Source: an optimization exercise on an open RTL-to-GDS flow (aim: small area). Production flows keep margins and buffers that such runs may drop. Function was checked by simulation only, so behaviour that the tests miss may differ from the original. Power figures rest on the tool's default switching activity, not on a simulated workload.

==> flow/design.v <==
package branch_predictor_pkg;
  localparam int BP_cnt_len = 2;
  localparam int BP_DEFAULT_ENTRIES = 16;
  typedef enum logic [BP_cnt_len-1:0] {
    BP_SN = 2'b00,
    BP_WN = 2'b01,
    BP_WT = 2'b10,
    BP_ST = 2'b11
  } bp_cnt_e;
endpackage
module bp_sat_counter (
  input  logic [branch_predictor_pkg::BP_cnt_len-1:0] cnt,
  input  logic                                        taken,
  output logic [branch_predictor_pkg::BP_cnt_len-1:0] cnt_next
);
  always_comb begin
    cnt_next = cnt;
    if (taken) begin
      if (cnt != branch_predictor_pkg::BP_ST) cnt_next = cnt + 2'd1;
    end else begin
      if (cnt != branch_predictor_pkg::BP_SN) cnt_next = cnt - 2'd1;
    end
  end
endmodule
module branch_predictor
#(
  parameter int BP_ENTRIES = branch_predictor_pkg::BP_DEFAULT_ENTRIES
) (
  input  logic        clk,
  input  logic        rst_n,
  input  logic [31:0] if_pc,
  output logic        pred_taken,
  output logic [31:0] pred_target,
  input  logic        upd_valid,
  input  logic [31:0] upd_pc,
  input  logic        upd_taken,
  input  logic [31:0] upd_target,
  input  logic        upd_pred_taken,
  input  logic [31:0] upd_pred_target,
  output logic        redirect_valid,
  output logic [31:0] redirect_pc,
  output logic [31:0] stat_branches,
  output logic [31:0] stat_mispredicts
);
  localparam int IDX   = $clog2(BP_ENTRIES);
  localparam int TAG_W = 30 - IDX;
  logic             valid_q  [BP_ENTRIES];
  logic             c1_q     [BP_ENTRIES];    
  logic             c0_q     [BP_ENTRIES];    
  logic [TAG_W-1:0] tag_q    [BP_ENTRIES];
  logic [31:0]      target_q [BP_ENTRIES];
  logic [IDX-1:0]   rd_idx;
  logic [TAG_W-1:0] rd_tag;
  logic [IDX-1:0]   up_idx;
  logic [TAG_W-1:0] up_tag;
  logic             up_hit;
  logic             mispredict_p0;
  logic             unused_pc_lsbs;
  assign unused_pc_lsbs = &{1'b0, if_pc[1:0]};
  assign rd_idx = if_pc[IDX+1:2];
  assign rd_tag = if_pc[31:IDX+2];
  assign up_idx = upd_pc[IDX+1:2];
  assign up_tag = upd_pc[31:IDX+2];
  assign pred_taken  = c1_q[rd_idx] && (tag_q[rd_idx] == rd_tag);
  assign pred_target = pred_taken ? target_q[rd_idx] : 32'd0;
  assign up_hit        = valid_q[up_idx] && (tag_q[up_idx] == up_tag);
  assign mispredict_p0 = upd_valid &&
                         ((upd_taken != upd_pred_taken) ||
                          (upd_taken && (upd_target != upd_pred_target)));
  logic [1:0] up_cnt, up_cnt_next, wr_cnt_val;
  assign up_cnt = {c1_q[up_idx], c0_q[up_idx]};
  bp_sat_counter u_sat_counter (
    .cnt      (up_cnt),
    .taken    (upd_taken),
    .cnt_next (up_cnt_next)
  );
  assign wr_cnt_val = up_hit ? up_cnt_next : 2'b10;
  for (genvar i = 0; i < BP_ENTRIES; i++) begin : g_ent
    logic sel, wr_tt, wr_cnt;
    assign sel    = upd_valid && (up_idx == i[IDX-1:0]);
    assign wr_tt  = sel && upd_taken;
    assign wr_cnt = sel && (up_hit || upd_taken);
    always_ff @(posedge clk or negedge rst_n) begin
      if (!rst_n) begin
        valid_q[i] <= 1'b0;
        c1_q[i]    <= 1'b0;
      end else begin
        if (wr_tt) valid_q[i] <= 1'b1;
        if (wr_cnt) c1_q[i] <= wr_cnt_val[1];
      end
    end
    always_ff @(posedge clk) begin
      if (wr_cnt) c0_q[i] <= wr_cnt_val[0];
      if (wr_tt) begin
        tag_q[i]    <= up_tag;
        target_q[i] <= upd_target;
      end
    end
  end
  always_ff @(posedge clk or negedge rst_n) begin
    if (!rst_n) begin
      redirect_valid <= 1'b0;
      redirect_pc    <= 32'd0;
    end else begin
      redirect_valid <= mispredict_p0;
      if (mispredict_p0)
        redirect_pc <= upd_taken ? upd_target : {upd_pc[31:3] + 29'd1, upd_pc[2:0]};
    end
  end
  always_ff @(posedge clk or negedge rst_n) begin
    if (!rst_n) begin
      stat_branches    <= 32'd0;
      stat_mispredicts <= 32'd0;
    end else begin
      if (upd_valid && !(&stat_branches))       stat_branches    <= stat_branches + 32'd1;
      if (mispredict_p0 && !(&stat_mispredicts)) stat_mispredicts <= stat_mispredicts + 32'd1;
    end
  end
endmodule
clock: 9.0 ns
lec_check: 0
abc_area: 1
cap_margin: 20
core_margin: 2
core_utilization: 55
setup_slack_margin: 0.2
slew_margin: 20
standard.sh (not shown) runs the stock make flow with config.mk's settings and CLKGATE_MAP_FILE= SYNTH_SCRIPT=/design/flow/synth_recipe.tcl, a recipe that flattens the netlist after the stock synthesis.
==> flow/flow/run.sh <==
#!/bin/bash
# Own layout flow: the standard flow, with three changes that only affect
# how the layout is built:
#  1. synthesis uses an area-oriented ABC mapping script (flow/abc_area.script)
#     in place of ORFS's; everything before ABC (incl. flip-flop mapping) and
#     after it is ORFS's/the standard synthesis, so registers are unchanged;
#  2. port buffers are sky130_fd_sc_hd__buf_1 instead of the default choice;
#  3. CTS uses smaller clock buffers, larger sink clusters and no dummy loads.
set -euo pipefail
W=$(pwd)
rm -rf "$W/scripts_area"
cp -r "$FLOW_HOME/scripts" "$W/scripts_area"
cp "$W/flow/abc_area.script" "$W/scripts_area/abc_area.script"
SCRIPTS_DIR="$W/scripts_area" bash "$W/standard.sh" synth > "$W/synth.log" 2>&1
export BUFFER_PORTS_ARGS="-buffer_cell sky130_fd_sc_hd__buf_1"
export CTS_ARGS="-sink_clustering_enable -repair_clock_nets -dont_use_dummy_load -root_buf sky130_fd_sc_hd__clkbuf_16 -buf_list sky130_fd_sc_hd__clkbuf_8 -sink_clustering_size 14 -sink_clustering_max_diameter 50"
bash "$W/standard.sh" > "$W/layout.log" 2>&1
==> flow/flow/abc_area.script <==
strash
ifraig
dc2
strash
&get -n
&st
&dch -f
&nf -a -F 5 -A 5
&put
Then changed:
--- a/flow/design.v
+++ b/flow/design.v
@@ -64,36 +64,34 @@
   assign pred_taken  = c1_q[rd_idx] && (tag_q[rd_idx] == rd_tag);
   assign pred_target = pred_taken ? target_q[rd_idx] : 32'd0;
   assign up_hit        = valid_q[up_idx] && (tag_q[up_idx] == up_tag);
   assign mispredict_p0 = upd_valid &&
                          ((upd_taken != upd_pred_taken) ||
                           (upd_taken && (upd_target != upd_pred_target)));
-  logic [1:0] up_cnt, up_cnt_next, wr_cnt_val;
-  assign up_cnt = {c1_q[up_idx], c0_q[up_idx]};
-  bp_sat_counter u_sat_counter (
-    .cnt      (up_cnt),
-    .taken    (upd_taken),
-    .cnt_next (up_cnt_next)
-  );
-  assign wr_cnt_val = up_hit ? up_cnt_next : 2'b10;
   for (genvar i = 0; i < BP_ENTRIES; i++) begin : g_ent
     logic sel, wr_tt, wr_cnt;
+    logic [1:0] cnt_next;
     assign sel    = upd_valid && (up_idx == i[IDX-1:0]);
     assign wr_tt  = sel && upd_taken;
     assign wr_cnt = sel && (up_hit || upd_taken);
+    bp_sat_counter u_sat_counter (
+      .cnt      ({c1_q[i], c0_q[i]}),
+      .taken    (upd_taken),
+      .cnt_next (cnt_next)
+    );
     always_ff @(posedge clk or negedge rst_n) begin
       if (!rst_n) begin
         valid_q[i] <= 1'b0;
         c1_q[i]    <= 1'b0;
       end else begin
         if (wr_tt) valid_q[i] <= 1'b1;
-        if (wr_cnt) c1_q[i] <= wr_cnt_val[1];
+        if (wr_cnt) c1_q[i] <= up_hit ? cnt_next[1] : 1'b1;
       end
     end
     always_ff @(posedge clk) begin
-      if (wr_cnt) c0_q[i] <= wr_cnt_val[0];
+      if (wr_cnt) c0_q[i] <= up_hit ? cnt_next[0] : 1'b0;
       if (wr_tt) begin
         tag_q[i]    <= up_tag;
         target_q[i] <= upd_target;
       end
     end
   end
Result: The new run finished clean; sequential power barely changes; routed wire length increases by 0.99%; cell area increases by 2.0%; worst setup slack loses 0.38 ns; hold slack loses 0.0090 ns; synthesized area increases by 1.8%; non-clock buffer count increases by 6; die area increases by 1.8%.

[afterwards: timing with drivers on the ports]
The results above use ideal ports. As a check the final layouts listed here were re-extracted and re-timed, cells and wires unchanged.
Step 1 assumes that a clkbuf_16 drives the clock port and a buf_2 every other input.
Step 2 adds t to the input delays and takes it off the output delays; t is the mean of the earliest and latest rising clock arrival at the registers after step 1. Input paths then give back, and output paths get back, about the clock's delay inside the block.
Three values: ideal, step 1, step 2; two values: the first two.
| run | t, ns | slack for setup (ns) | worst hold slack (ns) | latest minus earliest clock arrival (ns) | cell pins on the clock port's net |
|---|---|---|---|---|---|
| the first run | 0.686 | 0.685 / 0.568 / 0.568 | 0.480 / 0.480 / 0.480 | 0.073 / 0.073 | 1 |
| the second run | 0.696 | 0.307 / 0.191 / 0.191 | 0.471 / 0.471 / 0.471 | 0.064 / 0.064 | 1 |
After both steps every run listed still meets setup and hold. For the first run, which loses most, drivers alone change the setup slack by -0.117 ns; drivers and shift together by -0.117 ns.
